What follows belongs to an exercise in optimizing a design on an open flow for small area and a short achievable clock period; a production flow would make more cautious choices.
No functional check of the RTL was part of any run shown here.
Power figures rest on the tool's default switching activity, not on a simulated workload.

==> flow/design.v <==
package stitch_pkg;
    localparam int PIX_W = 24;   
    localparam int CAM_W = 16;   
    localparam int CH_W  = 8;    
    typedef enum logic [1:0]
    {
        PH_SYNC   = 2'd0,   
        PH_BACK   = 2'd1,   
        PH_ACTIVE = 2'd2,   
        PH_FRONT  = 2'd3    
    } raster_phase_t;
    typedef enum logic [1:0]
    {
        Q_CAM_L  = 2'd0,   
        Q_CAM_R  = 2'd1,   
        Q_HDMI_L = 2'd2,   
        Q_HDMI_R = 2'd3    
    } quad_t;
endpackage
module cam_capture
(
    input  logic        hdmi_tx_pix_clk,
    input  logic        reset,
    input  logic        cam_href,
    input  logic [7:0]  cam_data,
    output logic        cam_we,
    output logic [15:0] cam_word
);
    logic       lo_phase;
    logic [7:0] b1;   
    logic [7:0] b2;   
    always_ff @(posedge hdmi_tx_pix_clk)
    begin
        if (reset)
        begin
            lo_phase <= 1'b0;
            cam_we   <= 1'b0;
        end
        else
        begin
            cam_we   <= cam_href && lo_phase;
            lo_phase <= cam_href ? ~lo_phase : 1'b0;
        end
    end
    always_ff @(posedge hdmi_tx_pix_clk)
    begin
        b1 <= cam_data;
        b2 <= b1;
    end
    assign cam_word = {b2, b1};
endmodule
module tile_buffer
#(
    parameter int W   = 24,
    parameter int OFS = 0
)(
    input  logic          hdmi_tx_pix_clk,
    input  logic          reset,
    input  logic          frame_sync,
    input  logic          we,
    input  logic [W-1:0]  wr_pix,
    input  logic [2:0]    ph,
    output logic [16*W-1:0] taps   
);
    logic [W-1:0] ring [4][8];
    logic         sync_d;
    logic         sync_rise;
    logic [5:0]   wr_cnt;   
    logic         wr_en;
    logic [2:0]   wr_word;  
    assign sync_rise = frame_sync && !sync_d;
    assign wr_en     = we && !wr_cnt[5] && !sync_rise;
    assign wr_word   = wr_cnt[2:0] - {1'b0, wr_cnt[4:3]} - ph - 3'd1 + 3'(OFS);
    always_ff @(posedge hdmi_tx_pix_clk)
    begin
        if (reset)
        begin
            sync_d <= 1'b0;
            wr_cnt <= '0;
        end
        else
        begin
            sync_d <= frame_sync;
            if (sync_rise)
                wr_cnt <= '0;
            else if (wr_en)
                wr_cnt <= wr_cnt + 1'b1;
        end
    end
    always_ff @(posedge hdmi_tx_pix_clk)
    begin
        for (int r = 0; r < 4; r++)
            for (int i = 0; i < 8; i++)
                if (wr_en && wr_cnt[4:3] == 2'(r) && wr_word == 3'(i))
                    ring[r][i] <= wr_pix;
                else
                    ring[r][i] <= ring[r][(i + 1) % 8];
    end
    always_comb
    begin
        for (int r = 0; r < 4; r++)
            for (int t = 0; t < 4; t++)
                taps[(4 * r + t) * W +: W] = ring[r][2 * t];
    end
endmodule
module video_timing
(
    input  logic       hdmi_tx_pix_clk,
    input  logic       reset,
    output logic       hs,
    output logic       vs,
    output logic       de,
    output logic       top,
    output logic [1:0] row,
    output logic [2:0] ph,
    output logic [1:0] tap
);
    logic [4:0] hc;
    logic [4:0] vc;
    always_ff @(posedge hdmi_tx_pix_clk)
    begin
        if (reset)
        begin
            hc  <= 5'd3;
            vc  <= 5'd3;
            ph  <= 3'd0;
            tap <= 2'd0;
        end
        else
        begin
            ph <= ph + 1'b1;
            if (hc == 5'd25)
            begin
                hc <= 5'd3;
                if (vc == 5'd16)
                begin
                    vc  <= 5'd3;
                    tap <= tap - 1'b1;
                end
                else
                    vc <= vc + 1'b1;
            end
            else
                hc <= hc + 1'b1;
        end
    end
    assign hs  = (hc < 5'd5);
    assign vs  = (vc == 5'd3);
    assign de  = (hc >= 5'd8) && (hc < 5'd24) && (vc[4:3] == 2'b01);
    assign top = !vc[2];
    assign row = vc[1:0];
endmodule
module quad_reader
(
    input  logic        hdmi_tx_pix_clk,
    input  logic        reset,
    input  logic        hs,
    input  logic        vs,
    input  logic        de,
    input  logic        top,
    input  logic [1:0]  row,
    input  logic [1:0]  tap,
    input  logic [255:0] cam_taps,    
    input  logic [383:0] hdmi_taps,   
    output logic        hdmi_tx_hs,
    output logic        hdmi_tx_vs,
    output logic        hdmi_tx_de,
    output logic [23:0] hdmi_tx_data
);
    logic        hs_d1;
    logic        vs_d1;
    logic        de_d1;
    logic [23:0] pix_d1;
    logic [23:0] cam_pix;
    logic [15:0] w;
    assign w       = cam_taps[{row, tap} * 16 +: 16];
    assign cam_pix = {w[15:11], w[15:13], w[10:5], w[10:9], w[4:0], w[4:2]};
    always_ff @(posedge hdmi_tx_pix_clk)
    begin
        if (reset)
        begin
            hs_d1        <= 1'b0;
            vs_d1        <= 1'b0;
            de_d1        <= 1'b0;
            pix_d1       <= '0;
            hdmi_tx_hs   <= 1'b0;
            hdmi_tx_vs   <= 1'b0;
            hdmi_tx_de   <= 1'b0;
            hdmi_tx_data <= '0;
        end
        else
        begin
            hs_d1        <= hs;
            vs_d1        <= vs;
            de_d1        <= de;
            pix_d1       <= !de ? '0 : top ? cam_pix : hdmi_taps[{row, tap} * 24 +: 24];
            hdmi_tx_hs   <= hs_d1;
            hdmi_tx_vs   <= vs_d1;
            hdmi_tx_de   <= de_d1;
            hdmi_tx_data <= pix_d1;
        end
    end
endmodule
module stitch_top
#(
    parameter int TILE_H  = 8,
    parameter int TILE_V  = 4,
    parameter int H_SYNC  = 2,
    parameter int H_BACK  = 3,
    parameter int H_FRONT = 2,
    parameter int V_SYNC  = 1,
    parameter int V_BACK  = 4,
    parameter int V_FRONT = 1
)(
    input  logic               hdmi_tx_pix_clk,
    input  logic               reset,
    input  logic               cam_vsync,
    input  logic               cam_href,
    input  logic [stitch_pkg::CAM_W/2-1:0] cam_data,
    input  logic               hdmi_rx_vs,
    input  logic               hdmi_rx_de,
    input  logic [stitch_pkg::PIX_W-1:0]   hdmi_rx_data,
    output logic               hdmi_tx_vs,
    output logic               hdmi_tx_hs,
    output logic               hdmi_tx_de,
    output logic [stitch_pkg::PIX_W-1:0]   hdmi_tx_data
);
    logic        cam_we;
    logic [15:0] cam_word;
    logic [255:0] cam_taps;
    logic [383:0] hdmi_taps;
    logic [1:0]  row;
    logic [2:0]  ph;
    logic [1:0]  tap;
    logic        hs;
    logic        vs;
    logic        de;
    logic        top;
    cam_capture i_cam_capture (
        .hdmi_tx_pix_clk (hdmi_tx_pix_clk),
        .reset           (reset),
        .cam_href        (cam_href),
        .cam_data        (cam_data),
        .cam_we          (cam_we),
        .cam_word        (cam_word)
    );
    tile_buffer #(.W(16), .OFS(0)) i_cam_buf (
        .hdmi_tx_pix_clk (hdmi_tx_pix_clk),
        .reset           (reset),
        .frame_sync      (cam_vsync),
        .we              (cam_we),
        .wr_pix          (cam_word),
        .ph              (ph),
        .taps            (cam_taps)
    );
    tile_buffer #(.W(24), .OFS(4)) i_hdmi_buf (
        .hdmi_tx_pix_clk (hdmi_tx_pix_clk),
        .reset           (reset),
        .frame_sync      (hdmi_rx_vs),
        .we              (hdmi_rx_de),
        .wr_pix          (hdmi_rx_data),
        .ph              (ph),
        .taps            (hdmi_taps)
    );
    video_timing i_video_timing (
        .hdmi_tx_pix_clk (hdmi_tx_pix_clk),
        .reset           (reset),
        .hs              (hs),
        .vs              (vs),
        .de              (de),
        .top             (top),
        .row             (row),
        .ph              (ph),
        .tap             (tap)
    );
    quad_reader i_quad_reader (
        .hdmi_tx_pix_clk (hdmi_tx_pix_clk),
        .reset           (reset),
        .hs              (hs),
        .vs              (vs),
        .de              (de),
        .top             (top),
        .row             (row),
        .tap             (tap),
        .cam_taps        (cam_taps),
        .hdmi_taps       (hdmi_taps),
        .hdmi_tx_hs      (hdmi_tx_hs),
        .hdmi_tx_vs      (hdmi_tx_vs),
        .hdmi_tx_de      (hdmi_tx_de),
        .hdmi_tx_data    (hdmi_tx_data)
    );
endmodule
==> flow/run.sh <==
#!/bin/bash
# synth_recipe.tcl (not shown) runs the flow's synth.tcl, then flattens the netlist and writes it again
# the make line also repeats each setting of config.mk as NAME=value (left out here)
make -C /OpenROAD-flow-scripts/flow DESIGN_CONFIG=/design/flow/config.mk WORK_HOME=/design/flow/orfs CLKGATE_MAP_FILE= SYNTH_SCRIPT=/design/flow/synth_recipe.tcl finish
==> flow/config.mk <==
export PLATFORM = sky130hd
export DESIGN_NAME = stitch_top
export DESIGN_NICKNAME = stitch_top
export VERILOG_FILES = /design/flow/design.v
export SDC_FILE = /design/flow/constraint.sdc
export NUM_CORES = 4
export LEC_CHECK = 0
export CAP_MARGIN = 20
export CORE_MARGIN = 2
export CORE_UTILIZATION = 40
export SLEW_MARGIN = 20
==> flow/constraint.sdc <==
create_clock -name core_clock -period 4.0 [get_ports {hdmi_tx_pix_clk}]
set_input_delay 0.8000 -clock core_clock [delete_from_list [all_inputs] [get_ports {hdmi_tx_pix_clk}]]
set_output_delay 0.8000 -clock core_clock [all_outputs]
set_load 0.01 [all_outputs]
==> qor.yml, run 1 <==
die:
  core_area_mm2: 0.125
  die_area_mm2: 0.128
  row_count: 130
  pin_count: 65
  die_y_um: 358
  start_util_pct: 40.2
  die_w_um: 358
timing:
  grt_setup_unrepaired: "false"
  holdWs_ns: 0.408
  fin_skew_ns: 0.0267
  min_period_over_period_pct: 93.1
  min_period_ns: 3.72
  finalSetupViolCount: 0
  slew_headroom_pct: 27.4
  fin_ws_ns: 0.276
  slew_viol_final: 0
  tns_ns: 0
  finalHoldViolations: 0
  worstMarginPinSlew_ns: 1.09
  clock.fmax_mhz: 269
synthesis:
  avgSynthCellArea_um2: 13.9
  yosysWarnings: 7
  synthArstFlopShare_pct: 0
  netlist_instances: 3618
  ys_types: 62
  seq_area_frac_synth_pct: 55.0
  syn_area_mm2: 0.0502
  synth_seq_cells: 1381
  synth_fp_nets: 3674
  synth_edf_count: 0
  synth_flop_cell: "dfxtp_1"
run:
  drv_cap: 0
clocking:
  cts_max_path_buffers: 3
  holdBufCountCts: 0
  cts.reportedPaths.clkPinSlew_ns: 0.06
  htree_levels: 4
  cts_resized: 0
  cts_sinks: 1381
  clk_latency_ns: 0.77
  cts_tree: "done"
  cts_buffers: 145
  cts_setup_buffers: 0
  cts_root_buf: "clkbuf_16"
cells_and_area:
  nNetsFinal: 3723
  layout_commonest_cell: "dfxtp_1"
  drive_gt1_share_pct: 46.7
  syn2layout_area_growth_pct: 14.9
  stdcell_count: 5427
  layout_common_cells: "dfxtp_1, mux2_2, clkbuf_16"
place:
  numPortBuffers: 64
  hpwl_mm: 78.6
  gp_congestion: 0.785
  dp_slack_ns: 0.243
  post-place-cells: 5169
worst_hold_path:
  worstHoldEndpoint: "i_cam_capture.lo_phase"
  hold_depth: 1
  hold_class: "flop to flop"
  hold_start: "i_cam_capture.lo_phase"
worst_setup_path:
  crit_family: "adder cells"
  critPathLaunchType: "flop"
  r2r-start: "i_cam_buf.wr_cnt[4]"
  cp.required_ns: 4.63
  max_stage_delay_ns: 0.69
  cp_cell_sequence: "inv_1 -> fa_1 -> inv_1 -> fa_1 -> xor2_2 -> xnor2_4 -> nand3_2 -> mux2_2"
  critPathKind: "flop to flop"
  endpoint_kind: "flop"
  rr_worst_depth: 8
  critPathBufInv: 2
  cp.arrival_ns: 4.35
  reg2reg_to: "i_cam_buf.ring[0][7]"
  critPathSlowestCell: "nand3_2"
  worstPathMaxFanout: 16
  rrSetupSlack_ns: 0.28
power_and_ir_drop:
  power_density_mw_per_mm2: 531
  irDropWorstVdd_mv: 0.437
  p_leak_nw: 23.5
routing:
  routed_wl_mm: 128
  drc: 0
  ant_nets: 0
  drt_pre_antenna_iters: 5
  wl_per_cell_um: 23.6
  via_per_inst: 5.18
  vias: 28110
  drt-initial-drc-count: 1625
grt:
  track_usage_pct: 20.1
  grt_pass1_wl_mm: 192
  grt_pass1_vias: 28815
  busiest_layer: "met2"
  use_met1_pct: 26.9
  grt_use_met3_pct: 3.13
  met2_usage_pct: 33.6
  antenna_found_initial: 3
  grt_overflow: 0
  grt_max_degree: 68
status:
  status: "complete, no violations"
-- registers in the layout, summed over array words and instances, names as in the netlist, 2 cells and up --
name,flops
i_hdmi_buf.wr_cnt,6
i_cam_capture.b2,8
i_cam_buf.wr_cnt,6
i_hdmi_buf.ring,768
i_quad_reader.pix_d1,24
i_video_timing.ph,3
i_cam_buf.ring,512
i_video_timing.hc,5
i_video_timing.vc,5
i_cam_capture.b1,8
i_quad_reader.hdmi_tx_data,24
i_video_timing.tap,2
-- report_power, final --
group          total [mW]  internal [mW]  leakage (nW)  switching, mW
Combinational        1.81           1.02          9.97          0.786
Clock                13.3           7.81          2.34           5.53
Sequential           15.5           15.0          11.2          0.487
-- metrics by stage --
step / total power [mW] / util (%) / area, µm²
4_1_cts: 31.0 / 46.2 / 57800
6_report: 30.6 / 46.1 / 57700
2_1_floorplan: 17.0 / - / 50200
5_1_grt: 31.8 / 46.1 / 57700
3_5_place_dp: 17.6 / 42.4 / 53000
3_3_place_gp: 17.6 / 42.4 / 53000
-- layout make-up --
class | count | area, µm²
inverters | 18 | 67.6
diodes | 2 | 5.00
fillers | 11145 | 67400
well taps | 1650 | 2060
flip-flops and latches | 1381 | 27700
repair buffers | 205 | 1840
multi-input cells | 1916 | 21300
clock inverters | 34 | 350
clock buffers | 221 | 4410
-- worst max path at each step --
stage                         start                       to  slack (ns)  cells past startpoint
4_1_cts         i_cam_buf.wr_cnt[4]    i_cam_buf.ring[24][8]        0.22                      8
6_report        i_cam_buf.wr_cnt[4]     i_cam_buf.ring[0][7]        0.28                      8
2_1_floorplan  i_hdmi_buf.wr_cnt[4]  i_hdmi_buf.ring[24][10]        0.46                     11
3_3_place_gp    i_cam_buf.wr_cnt[4]    i_cam_buf.ring[24][4]       -0.21                      8
5_1_grt         i_cam_buf.wr_cnt[4]    i_cam_buf.ring[24][8]        0.04                      8
3_5_place_dp    i_cam_buf.wr_cnt[4]   i_cam_buf.ring[24][13]        0.24                      8
-- kinds of logic after synthesis --
family	share of synthesized area, %
multiplexers	35.6
AND/OR/NAND/NOR	3.05
flip-flops	55.0
AO/OA/AOI/OAI	2.39
XOR/XNOR	0.600
adder cells (fa/ha/maj)	0.493
buffers and inverters	2.79
-- Yosys cell counts (11+ instances only) --
| master | count | area [µm²] |
|---|---|---|
| a22oi_1 | 40 | 300 |
| o21ai_0 | 18 | 90.1 |
| nand2_1 | 38 | 143 |
| xnor2_1 | 11 | 96.3 |
| nand3_2 | 22 | 220 |
| mux4_2 | 112 | 2520 |
| clkbuf_1 | 166 | 623 |
| ha_1 | 15 | 188 |
| a21oi_1 | 11 | 55.1 |
| inv_1 | 15 | 56.3 |
| mux2_1 | 104 | 1170 |
| nor3_2 | 15 | 150 |
| mux2i_1 | 95 | 951 |
| nor2b_1 | 42 | 263 |
| buf_2 | 110 | 551 |
| buf_1 | 13 | 48.8 |
| buf_4 | 13 | 97.6 |
| mux2_2 | 1177 | 13300 |
| nand2b_1 | 11 | 68.8 |
| dfxtp_1 | 1381 | 27600 |
| nor2_1 | 30 | 113 |
| a221oi_1 | 32 | 280 |
-- metal layers --
metal,routed length [µm],share of wire [%],vias to the layer above
li1,-,-,13183
met3,4610,3.6,167
met5,11,0.0086,-
met1,59400,46,14350
met2,61700,48,408
met4,2480,1.9,2
==> inputs of run 2 (changes only) <==
--- a/flow/config.mk
+++ b/flow/config.mk
@@ -5,7 +5,9 @@
 export SDC_FILE = /design/flow/constraint.sdc
 export NUM_CORES = 4
 export LEC_CHECK = 0
+export ABC_CLOCK_PERIOD_IN_PS = 2000
 export CAP_MARGIN = 20
 export CORE_MARGIN = 2
 export CORE_UTILIZATION = 40
+export SETUP_SLACK_MARGIN = 1.9
 export SLEW_MARGIN = 20
==> run 2 against run 1 <==
Effect of this change: non-clock buffer count up 268; cell count up 5.5%; clock power up 6%; first-iteration DRC count up 13%; die area unchanged; setup slack better by 0.64 ns; highest routed layer is now met4.
==> qor.yml, run 2 <==
die:
  die_area_mm2: 0.128  # unchanged
  pin_count: 65  # unchanged
  start_util_pct: 40.2  # unchanged
  core_area_mm2: 0.125  # unchanged
  row_count: 130  # unchanged
  die_y_um: 358  # unchanged
  die_w_um: 358  # unchanged
synthesis:
  seq_area_frac_synth_pct: 55.0  # unchanged
  yosysTopAreaCell: "dfxtp_1"
  synthMuxAreaShare_pct: 35.6  # unchanged
  synth_flop_cell: "dfxtp_1"
  ys_types: 62  # unchanged
  yosys.area_share.simple_pct: 3.05  # unchanged
  netlist_instances: 3618  # unchanged
  synth_most_common_cell: "dfxtp_1"
  synth_top_area_share_pct: 55.0  # unchanged
  avgSynthCellArea_um2: 13.9  # unchanged
  synth_edf_count: 0  # unchanged
  synth_seq_cells: 1381  # unchanged
  synth_top_family_by_area: "multiplexers"
  synth.top_cells.by_count: "dfxtp_1, mux2_2, clkbuf_1, mux4_2, buf_2"
  syn_area_mm2: 0.0502  # unchanged
  yosys-top-cells-area: "dfxtp_1, mux2_2, mux4_2, mux2_1, mux2i_1"
  synthArstFlopShare_pct: 0  # unchanged
  yosysWarnings: 7  # unchanged
  synthAdderAreaFrac_pct: 0.493  # unchanged
  synth_compound_area_share_pct: 2.39  # unchanged
  synth_fp_nets: 3674  # unchanged
  yosys.area_share.xor_xnor_pct: 0.600  # unchanged
routing:
  vias: 30361  # +8.0%
  ant_nets: 0  # unchanged
  drc: 0  # unchanged
  drt_pre_antenna_iters: 5  # unchanged
  via_per_inst: 5.30  # +2.4%
  routed_wl_mm: 154  # +20%
  drt-initial-drc-count: 1844  # +13%
  wl_per_cell_um: 27.0  # +14%
cells_and_area:
  nNetsFinal: 4014  # +7.8%
  syn2layout_area_growth_pct: 32.4
  drive_gt1_share_pct: 55.8  # +9.1 points
  largest_registers: "i_hdmi_buf.ring x768, i_cam_buf.ring x512"
  layout_common_cells: "dfxtp_1, mux2_2, mux2_4"
  largest_reg_flops: 768  # unchanged
  regMostFlops: "i_hdmi_buf.ring"
  fillers: 10130  # -9.1%
  layout_commonest_cell: "dfxtp_1"
  postLayoutCoreUtil_pct: 53.2  # +7.0 points
timing:
  fin_skew_ns: 0.0331  # +0.00641 ns
  worstMarginPinSlew_ns: 1.12  # +0.0325 ns
  tns_ns: 0  # unchanged
  grt_setup_unrepaired: "true"
  slew_headroom_pct: 25.0  # -2.4 points
  min_period_over_period_pct: 77.1  # -16 points
  min_period_ns: 3.08  # -0.640 ns
  finalSetupViolCount: 0  # unchanged
  slew_viol_final: 0  # unchanged
  clock.fmax_mhz: 324  # +21%
  finalHoldViolations: 0  # unchanged
  holdWs_ns: 0.401  # -0.00705 ns
worst_setup_path:
  crit_family: "adder cells"
  critPathBufInv: 5  # +3
  critPathLaunchType: "flop"
  worstPathMaxFanout: 7  # -9
  critPathSlowestCell: "fa_1"
  cp.arrival_ns: 3.74  # -0.61 ns
  critPathKind: "flop to flop"
  cp_cell_sequence: "inv_4 -> fa_1 -> ha_4 -> ha_4 -> xnor2_4 -> xnor2_4 -> buf_12 -> buf_12 -> buf_12 -> nand3_4 -> buf_12 -> mux2_2"
  cp_common_cell: "buf_12"
  endpoint_kind: "flop"
  cp.required_ns: 4.65  # +0.02 ns
  max_stage_delay_ns: 0.58  # -0.11 ns
grt:
  grt_pass1_vias: 30986  # +7.5%
  grt_max_degree: 47  # -31%
  track_usage_pct: 23.4  # +3.3 points
  grt_overflow: 0  # unchanged
  antenna_found_initial: 6  # +3
  grt_pass1_wl_mm: 219  # +14%
clocking:
  cts_root_buf: "clkbuf_16"
  cts_tree: "done"
  htree_levels: 4  # unchanged
  cts_sinks: 1381  # unchanged
  clk_latency_ns: 0.80  # +0.03 ns
  cts.reportedPaths.clkPinSlew_ns: 0.07  # about the same
  cts_max_path_buffers: 3  # unchanged
  cts_buffers: 146  # +0.69%
worst_hold_path:
  hold_class: "input port to flop"
place:
  hpwl_mm: 78.4  # -0.29%
  gp_congestion: 0.760  # -3.2%
  numPortBuffers: 64  # unchanged
power_and_ir_drop:
  power_density_mw_per_mm2: 493  # -7.1%
  p_leak_nw: 27.5  # +17%
  irDropWorstVdd_mv: 0.485  # +11%
status:
  status: "complete, no violations"
run:
  drv_cap: 0  # unchanged
==> run 2: cell types whose count changed in the layout (fill, tap and decap cells not counted), sizes merged <==
cell	before	now
nand3	38	42
nor2	30	31
clkdlybuf4s50	45	22
inv	22	21
nand2	44	61
diode	2	1
buf	160	431
clkinv	24	26
clkinvlp	3	5
clkbuf	221	234
bufinv	3	11
bufbuf	0	5
==> run 2: path summary, 6_finish.rpt <==
kind | start | end | slack, ns | depth (start not counted)
worst max-delay path | i_hdmi_buf.wr_cnt[4] | i_hdmi_buf.ring[0][13] | 0.92 | 12
worst min-delay path | reset | i_quad_reader.de_d1 | 0.40 | 3
worst max register to register | i_hdmi_buf.wr_cnt[4] | i_hdmi_buf.ring[0][13] | 0.92 | 12
worst min register to register | i_cam_capture.lo_phase | i_cam_capture.lo_phase | 0.41 | 1
==> run 2: final cells by class <==
cell class,instances,area (µm²),share of cell area [%]
sequential,1381,27700,41.6
multi-input combinational,1938,25100,37.8
timing repair buffer,473,6530,9.82
clock buffer,219,4410,6.64
tap,1650,2060,3.10
clock inverter,45,614,0.924
inverter,18,82.6,0.124
antenna,1,2.50,0.00376
==> run 2: cell families (layout without fill, tap and decap cells) <==
kind of cell	after synthesis	after routing
mux	1488	1488
simple gates	223	245
buf+inv	321	755
fa+ha+maj	18	18
xor+xnor	24	24
compound gates	163	163
other cells	0	1
flops	1381	1381
==> run 2: metal layers <==
metal | share of wire, % | vias to the layer above | routed length (µm) | global-route usage [%]
met1 | 43 | 15568 | 67100 | 30.1
met5 | 0 | - | 0 | 0
met2 | 48 | 714 | 74200 | 39.2
met3 | 4.4 | 285 | 6710 | 3.72
li1 | - | 13794 | - | -
met4 | 4.1 | 0 | 6320 | 9.23
==> run 2: power breakdown <==
| group | leakage [nW] | total, mW | internal [mW] | switching, mW |
|---|---|---|---|---|
| sequential | 11.2 | 15.5 | 15.0 | 0.523 |
| clock | 2.47 | 14.1 | 8.37 | 5.74 |
| combinational | 13.8 | 3.17 | 1.86 | 1.31 |
==> run 2: per-stage QoR <==
| stage | std cells | total power, mW | area [µm²] | setup WS (ns) |
|---|---|---|---|---|
| 3_5_place_dp | 5166 | 18.1 | 55000 | 0.0360 |
| 6_report | 5725 | 32.8 | 66500 | 0.916 |
| 4_1_cts | 5661 | 32.8 | 64900 | 1.01 |
| 5_1_grt | 5725 | 33.8 | 66500 | 0.889 |
| 3_3_place_gp | 5164 | 18.0 | 55000 | 0.102 |
| 2_1_floorplan | 3618 | 17.5 | 53100 | 0.988 |
==> run 2: worst reg2reg max path: stages (launching register included) <==
cell and delay (ns):
dfxtp_4 0.37, inv_4 0.05, fa_1 0.58, ha_4 0.22, ha_4 0.17, xnor2_4 0.25, xnor2_4 0.16, buf_12 0.15
buf_12 0.12, buf_12 0.13, nand3_4 0.22, buf_12 0.24, mux2_2 0.29
==> run 2: timing repair <==
action | CTS | global route
gates resized for setup | 489 | 182
setup buffers | 171 | 48
hold buffers | 0 | 0
pin swaps | 67 | 62
gates cloned | 60 | 15
setup endpoints to repair | 1338 | 1304

what the ideal ports hide:
In the flow no input, the clock included, has a driving cell. The finished layouts below were timed again as built, in two steps. Step 1 sets driving cells, clkbuf_16 on the clock port and buf_2 on the other inputs (assumed; they add their load-dependent delay and slew). Step 2 times the ports against the registers' clock, not the clock port: input delays grow and output delays shrink by t, the midpoint of the rising clock arrivals with the driver on. Three values: no drivers, after step 1, after step 2; two values: the first two.
run | t, ns | setup WS [ns] | worst slew at a driven data input, ns
run 1 | 0.832 | 0.276 / 0.276 / 0.276 | 0.16
run 2 | 0.855 | 0.916 / 0.916 / 0.298 | 0.15
After both steps every run listed still meets setup and hold. For run 2, which loses most, drivers alone change the setup slack by 0.000 ns; drivers and shift together by -0.618 ns.
